Source: an optimization exercise on an open RTL-to-GDS flow (aim: small area). Production flows keep margins and buffers that such runs may drop.
In this exercise RTL edits were held to simulation tests only and were not proved equivalent to the original.
No activity file was given, so power comes from the tool's default toggle rates.

==> flow/design.v <==
module ddr4_fine_sweep #(
  parameter int LANES        = 16,
  parameter int DELAY_TAPS   = 64,
  parameter int COARSE_STEPS = 8,
  parameter int SPAN         = 32,
  parameter int SAMPLES      = 4,
  parameter int SETTLE       = 2,
  parameter int MIN_WIDTH    = 6,
  parameter int TIMEOUT      = 256
) (
  input  logic                                        clk,
  input  logic                                        rst,
  input  logic                                        fine_start,
  input  logic [$clog2(COARSE_STEPS)-1:0]             coarse_sel,
  input  logic [LANES-1:0]                            read_ok,
  input  logic                                        read_valid,
  output logic [$clog2(DELAY_TAPS)-1:0]               delay_tap,
  output logic                                        read_req,
  output logic                                        busy,
  output logic                                        fine_done,
  output logic                                        fine_failed,
  output logic [LANES-1:0]                            lane_valid,
  output logic [LANES*$clog2(DELAY_TAPS)-1:0]         best_start,
  output logic [LANES*$clog2(DELAY_TAPS)-1:0]         best_end,
  output logic [LANES*$clog2(DELAY_TAPS+1)-1:0]       best_width
);
  localparam int TAPW  = $clog2(DELAY_TAPS);
  localparam int WW    = $clog2(DELAY_TAPS + 1);
  localparam int STEP  = DELAY_TAPS / COARSE_STEPS;
  localparam int SCW   = $clog2(SETTLE + 1);
  localparam int SMW   = $clog2(SAMPLES + 1);
  localparam int TOW   = $clog2(TIMEOUT + 1);
  localparam int LASTW = TAPW + 2;
  localparam logic [2:0] S_IDLE   = 3'd0;
  localparam logic [2:0] S_SETTLE = 3'd1;
  localparam logic [2:0] S_RREQ   = 3'd2;
  localparam logic [2:0] S_RWAIT  = 3'd3;
  localparam logic [2:0] S_EVAL   = 3'd4;
  localparam logic [2:0] S_FINISH = 3'd5;
  localparam logic [2:0] S_REPORT = 3'd6;
  logic [2:0]       r_state;
  logic [TAPW-1:0]  r_tap;
  logic [TAPW-1:0]  r_last;
  logic [SCW-1:0]   r_settle;
  logic [SMW-1:0]   r_cnt;
  logic [TOW-1:0]   r_to;
  logic [LANES-1:0] r_pass_acc;
  logic [LANES-1:0] r_run_open;
  logic [LANES-1:0] r_lane_valid;
  logic             r_done;
  logic             r_failed;
  logic [TAPW-1:0]  r_run_start  [LANES];
  logic [WW-1:0]    r_run_len    [LANES];
  logic [TAPW-1:0]  r_best_start [LANES];
  logic [WW-1:0]    r_best_width [LANES];
  logic [LASTW-1:0] w_base_x;
  logic [LASTW-1:0] w_last_x;
  logic [TAPW-1:0]  w_last;
  logic [TAPW-1:0]  w_close_start [LANES];
  logic [WW-1:0]    w_close_width [LANES];
  assign w_base_x = LASTW'(coarse_sel) * LASTW'(STEP);
  assign w_last_x = w_base_x + LASTW'(SPAN - 1);
  assign w_last   = (w_last_x > LASTW'(DELAY_TAPS - 1)) ? TAPW'(DELAY_TAPS - 1)
                                                        : w_last_x[TAPW-1:0];
  always_comb begin
    for (int l = 0; l < LANES; l++) begin
      w_close_start[l] = r_best_start[l];
      w_close_width[l] = r_best_width[l];
      if (r_run_open[l] && (r_run_len[l] > r_best_width[l])) begin
        w_close_start[l] = r_run_start[l];
        w_close_width[l] = r_run_len[l];
      end
    end
  end
  always_ff @(posedge clk or posedge rst) begin
    if (rst) begin
      r_state      <= S_IDLE;
      r_tap        <= '0;
      r_last       <= '0;
      r_settle     <= '0;
      r_cnt        <= '0;
      r_to         <= '0;
      r_pass_acc   <= '0;
      r_run_open   <= '0;
      r_lane_valid <= '0;
      r_done       <= 1'b0;
      r_failed     <= 1'b0;
      for (int l = 0; l < LANES; l++) begin
        r_run_start[l]  <= '0;
        r_run_len[l]    <= '0;
        r_best_start[l] <= '0;
        r_best_width[l] <= '0;
      end
    end else begin
      r_done   <= 1'b0;
      r_failed <= 1'b0;
      case (r_state)
        S_IDLE: begin
          if (fine_start) begin
            r_tap        <= w_base_x[TAPW-1:0];
            r_last       <= w_last;
            r_pass_acc   <= '1;
            r_cnt        <= '0;
            r_settle     <= '0;
            r_run_open   <= '0;
            r_lane_valid <= '0;
            for (int l = 0; l < LANES; l++) begin
              r_run_start[l]  <= '0;
              r_run_len[l]    <= '0;
              r_best_start[l] <= '0;
              r_best_width[l] <= '0;
            end
            r_state <= S_SETTLE;
          end
        end
        S_SETTLE: begin
          if (r_settle == SCW'(SETTLE - 1)) begin
            r_settle <= '0;
            r_state  <= S_RREQ;
          end else begin
            r_settle <= r_settle + 1'b1;
          end
        end
        S_RREQ: begin
          r_to    <= '0;
          r_state <= S_RWAIT;
        end
        S_RWAIT: begin
          if (read_valid) begin
            r_pass_acc <= r_pass_acc & read_ok;
            r_cnt      <= r_cnt + 1'b1;
            r_state    <= (r_cnt == SMW'(SAMPLES - 1)) ? S_EVAL : S_RREQ;
          end else if (r_to == TOW'(TIMEOUT - 1)) begin
            r_lane_valid <= '0;
            r_run_open   <= '0;
            for (int l = 0; l < LANES; l++) begin
              r_best_start[l] <= '0;
              r_best_width[l] <= '0;
            end
            r_failed <= 1'b1;
            r_state  <= S_IDLE;
          end else begin
            r_to <= r_to + 1'b1;
          end
        end
        S_EVAL: begin
          for (int l = 0; l < LANES; l++) begin
            if (r_pass_acc[l]) begin
              if (!r_run_open[l]) begin
                r_run_open[l]  <= 1'b1;
                r_run_start[l] <= r_tap;
                r_run_len[l]   <= WW'(1);
              end else if (r_run_len[l] != '1) begin
                r_run_len[l] <= r_run_len[l] + 1'b1;
              end
            end else begin
              r_best_start[l] <= w_close_start[l];
              r_best_width[l] <= w_close_width[l];
              r_run_open[l]   <= 1'b0;
            end
          end
          if (r_tap == r_last) begin
            r_state <= S_FINISH;
          end else begin
            r_tap      <= r_tap + 1'b1;
            r_pass_acc <= '1;
            r_cnt      <= '0;
            r_settle   <= '0;
            r_state    <= S_SETTLE;
          end
        end
        S_FINISH: begin
          for (int l = 0; l < LANES; l++) begin
            r_best_start[l] <= w_close_start[l];
            r_best_width[l] <= w_close_width[l];
            r_lane_valid[l] <= (w_close_width[l] >= WW'(MIN_WIDTH));
          end
          r_run_open <= '0;
          r_state    <= S_REPORT;
        end
        S_REPORT: begin
          r_done   <= &r_lane_valid;
          r_failed <= ~&r_lane_valid;
          r_state  <= S_IDLE;
        end
        default: r_state <= S_IDLE;
      endcase
    end
  end
  assign delay_tap   = r_tap;
  assign read_req    = (r_state == S_RREQ);
  assign busy        = (r_state != S_IDLE);
  assign fine_done   = r_done;
  assign fine_failed = r_failed;
  assign lane_valid  = r_lane_valid;
  for (genvar g = 0; g < LANES; g++) begin : g_lane
    assign best_start[g*TAPW +: TAPW] = r_best_start[g];
    assign best_width[g*WW +: WW]     = r_best_width[g];
    assign best_end[g*TAPW +: TAPW]   = (r_best_width[g] == '0) ? '0 :
        r_best_start[g] + TAPW'(r_best_width[g]) - TAPW'(1);
  end
endmodule
==> flow/run.sh <==
#!/bin/bash
# synth_recipe.tcl (not shown) runs the flow's synth.tcl, then flattens the netlist and writes it again
# the make line also repeats each setting of config.mk as NAME=value (left out here)
make -C /OpenROAD-flow-scripts/flow DESIGN_CONFIG=/design/flow/config.mk WORK_HOME=/design/flow/orfs CLKGATE_MAP_FILE= SYNTH_SCRIPT=/design/flow/synth_recipe.tcl finish
==> flow/config.mk <==
export PLATFORM = sky130hd
export DESIGN_NAME = ddr4_fine_sweep
export DESIGN_NICKNAME = ddr4_fine_sweep
export VERILOG_FILES = /design/flow/design.v
export SDC_FILE = /design/flow/constraint.sdc
export NUM_CORES = 4
export LEC_CHECK = 0
export CAP_MARGIN = 20
export CORE_MARGIN = 2
export CORE_UTILIZATION = 40
export SLEW_MARGIN = 20
==> flow/constraint.sdc <==
create_clock -name core_clock -period 5.0 [get_ports {clk}]
set_input_delay 1.0000 -clock core_clock [delete_from_list [all_inputs] [get_ports {clk}]]
set_output_delay 1.0000 -clock core_clock [all_outputs]
set_load 0.01 [all_outputs]
==> impl_metrics.yaml <==
status:
  status: "no timing/DRC/antenna violations"
routing:
  viasPerCell: 5.51
  drtIter0Drc: 1538
  wl_per_cell_um: 19.9
  drc_errors: 0
  ant_nets: 0
  via_count: 23700
  drt-pass1-iter-count: 5
  routed_wl_um: 85600
power_and_ir_drop:
  p_sw_share_pct: 29.9
  p_leak_nw: 16.2
  powerDensity_nw_per_um2: 297
  combPwrFrac_pct: 14.1
  power_frac_seq_pct: 44.1
  peakVddDrop_mv: 0.285
  p_switching_mw: 3.12
  pwr-share-clk_pct: 41.8
  p_int_mw: 7.31
global_route:
  grt_pass1_wl_um: 136000
  first_global_vias: 23700
  grt_max_degree: 151
  antenna_found_initial: 13
  gr-usage-all-layers_pct: 23.2
  gr-total-overflow: 0
setup_path:
  arrival_ps: 3170
  crit_chain: "inv_1 > ha_1 > inv_1 > ha_1 > fa_1 > a21o_1 > a21oi_1 > xnor2_1 > nor2_1 > clkdlybuf4s50_1"
  slowest_delay_ps: 570
  cp.required_ps: 4000
  start_kind: "flop"
  cp-startpoint: "r_best_width[8][1]$_DFFE_PP0P_"
  cp_slowest_cell: "clkdlybuf4s50_1"
  regToRegStartpoint: "r_state[2]$_DFFE_PP0P_"
  crit_buf_inv: 3
  critPathKind: "reg2out"
  crit_family: "adder cells"
  end_kind: "output port"
  path_max_fanout: 5
timing:
  report.final.setup_viol: 0
  rsz0062_at_grt: "false"
  slew_headroom_pct: 27.5
  clock.fmax_mhz: 240
  slew_viol_final: 0
  hold_viol_final: 0
  fin_tns_setup_ps: 0
  fin_skew_ps: 24.4
  period_needed_ps: 4170
  finalCritPeriodShare_pct: 83.4
  tightest_slew_ps: 1080
yosys:
  synth_edf_count: 0
  async_flop_share_pct: 100
  yosys_warnings: 7
  synthTopCellsByArea: "dfrtp_1, ha_1, a22o_1, inv_1, nand2_1"
  syn_area_per_cell_um2: 9.62
  synth_top_area_share_pct: 43.3
  synth-seq-cells: 493
  synth_seq_area_share_pct: 43.3
  syn_area_um2: 28500
  yosysUniqueCellTypes: 70
  syn_nets: 3280
  synth_area_leader_cell: "dfrtp_1"
  syn_inst: 2963
  synth_top_flop_cell: "dfrtp_1"
clock_tree:
  cts.sinks: 493
  clk_latency_ps: 620
  cts_tree: "yes"
  hold_buffers: 0
  clkTransAtPathRegs_ps: 60
  cts_made_buffers: 56
  clock-root-buffer: "clkbuf_16"
  cts_buffer_depth: 3
  post-cts-setup-buffer-count: 0
  cts_resized: 0
  cts_max_level: 2
finish:
  utilization_pct: 49.9
  nNetsFinal: 3616
  final_area_um2: 35100
  fin_cells: 4291
  final_layout_size_suffix_gt1_share_pct: 5.47
  area_delta_synth_final_pct: 23.1
  fillCellCount: 6421
run:
  drv_cap: 0
min_path:
  min_path_type: "reg2reg"
  hp-start: "r_run_start[6][4]$_DFFE_PP0P_"
floorplanning:
  die_w_um: 271
  row_count: 97
  die_h_um: 271
  dieArea_um2: 73400
  initial_core_util_pct: 40.5
  ioPinCount: 353
  core_um2: 70300
placed_design:
  place_area_um2: 33100
  dpl.cell_count: 4181
  gp_congestion: 0.865
  io_buffers: 352
  hpwl_um: 61200
cells in the final DEF, fill, tap and decap left out, types with 8 or more instances in the layout:
cell type	netlist	layout
clkbuf_1	62	13
clkbuf_16	0	57
nand3_1	82	82
o221ai_1	17	17
nand2_1	292	290
a211oi_1	12	12
buf_4	1	33
clkbuf_8	0	12
o41ai_1	17	17
nor2_1	144	144
mux2_2	18	18
clkdlybuf4s50_1	0	352
xor2_1	62	62
and2_1	32	32
a21oi_1	168	168
nand2b_1	9	8
and4bb_2	8	8
a22o_1	207	207
a21o_1	58	58
nor3_1	27	24
fa_1	16	16
o211ai_1	10	10
ha_1	278	278
nand3b_1	18	18
o31a_1	12	12
nor4_1	24	21
o21ai_0	188	188
nor2b_1	35	34
nand4_1	55	55
clkinv_2	0	9
xnor2_1	73	73
dfrtp_1	493	490
inv_1	350	349
o311ai_0	15	15
and3_1	23	23
or4_1	20	20
final timing paths:
kind / cells after the start / slack, ps / endpoint
min: 2 / 480 / r_run_start[6][4]$_DFFE_PP0P_
max reg2reg: 6 / 1540 / r_lane_valid[13]$_DFFE_PP0P_
max in group asynchronous: 3 / 2980 / r_state[0]$_DFFE_PP0P_
min in group asynchronous: 2 / 810 / r_best_start[5][1]$_DFFE_PP0P_
min reg2reg: 2 / 480 / r_run_start[6][4]$_DFFE_PP0P_
max: 10 / 830 / best_end[53]
flip-flops by register name, summed over array words and instances (netlist names):
signal / flops
r_lane_valid: 16
r_tap: 6
r_run_open: 16
r_best_start: 96
r_last: 4
r_pass_acc: 16
r_run_len: 112
r_failed: 1
r_to: 9
r_state: 3
r_done: 1
r_settle: 2
r_best_width: 112
r_cnt: 3
r_run_start: 96
kinds of logic after synthesis:
logic type | count (synthesis) | share of synthesized area, %
compound gates | 753 | 18.1
xor+xnor | 135 | 4.15
fa+ha+maj | 294 | 13.3
buf+inv | 461 | 6.32
flops | 493 | 43.3
mux | 24 | 0.922
simple gates | 803 | 13.9
tightest hold or removal path, stage by stage (launching register included):
cell and delay [ps]:
dfrtp_1 340, nand2_1 50, o21ai_0 60
metrics by stage:
stage	hold slack (ps)	setup WS, ps	power (mW)
after floorplan	450	-2690	5.49
after global placement	462	1300	6.08
after detailed placement	471	1210	6.13
after CTS	484	764	10.5
after global routing	505	647	10.9
final	481	831	10.4
layer usage:
layer | wire length (µm) | track usage, %
met2 | 39700 | 37.3
met4 | 2220 | 7.21
met5 | 57 | 0
met3 | 4970 | 3.88
met1 | 38600 | 32.0
area by class of cell:
cell class / count / area, µm² / area share [%]
Sequential cell: 493 / 12300 / 35.2
Clock inverter: 21 / 297 / 0.846
Antenna cell: 7 / 17.5 / 0.0500
Multi-Input combinational cell: 2009 / 14400 / 41.2
Inverter: 350 / 1320 / 3.76
Tap cell: 940 / 1180 / 3.35
Clock buffer: 82 / 1640 / 4.68
Timing Repair Buffer: 389 / 3840 / 10.9
power by group through the flow:
stage	logic [mW]	clock network (mW)	registers, mW
2_1_floorplan	1.02	0	4.46
3_3_place_gp	1.43	0	4.65
3_5_place_dp	1.47	0	4.65
4_1_cts	1.48	4.45	4.59
5_1_grt	1.64	4.61	4.62
6_report	1.47	4.35	4.59
synth_stat cells, types with 27 or more instances:
cell type	count
dfrtp_1	493
inv_1	350
nand2_1	292
ha_1	278
a22o_1	207
o21ai_0	188
a21oi_1	168
nor2_1	144
nand3_1	82
xnor2_1	73
clkbuf_1	62
xor2_1	62
a21o_1	58
nand4_1	55
buf_2	39
nor2b_1	35
and2_1	32
nor3_1	27

==> port drivers added, routing unchanged <==
Ports are ideal in the flow. The routed layout listed here was re-timed in OpenROAD.
Step 1 assumes that a clkbuf_16 drives the clock port and a buf_2 every other input.
Step 2 adds t to the input delays and takes it off the output delays; t is the mean of the earliest and latest rising clock arrival at the registers after step 1. Input paths then give back, and output paths get back, about the clock's delay inside the block.
Three values: ideal, step 1, step 2; two values: the first two.
shift t [ns]: 0.671
setup slack, ns: 0.831 / 0.768 / 1.122
clock arrival spread, ns: 0.025 / 0.025
After both steps setup and hold are still met in this run. The setup slack of this run moves by -0.063 ns with the drivers and by +0.291 ns with both steps.
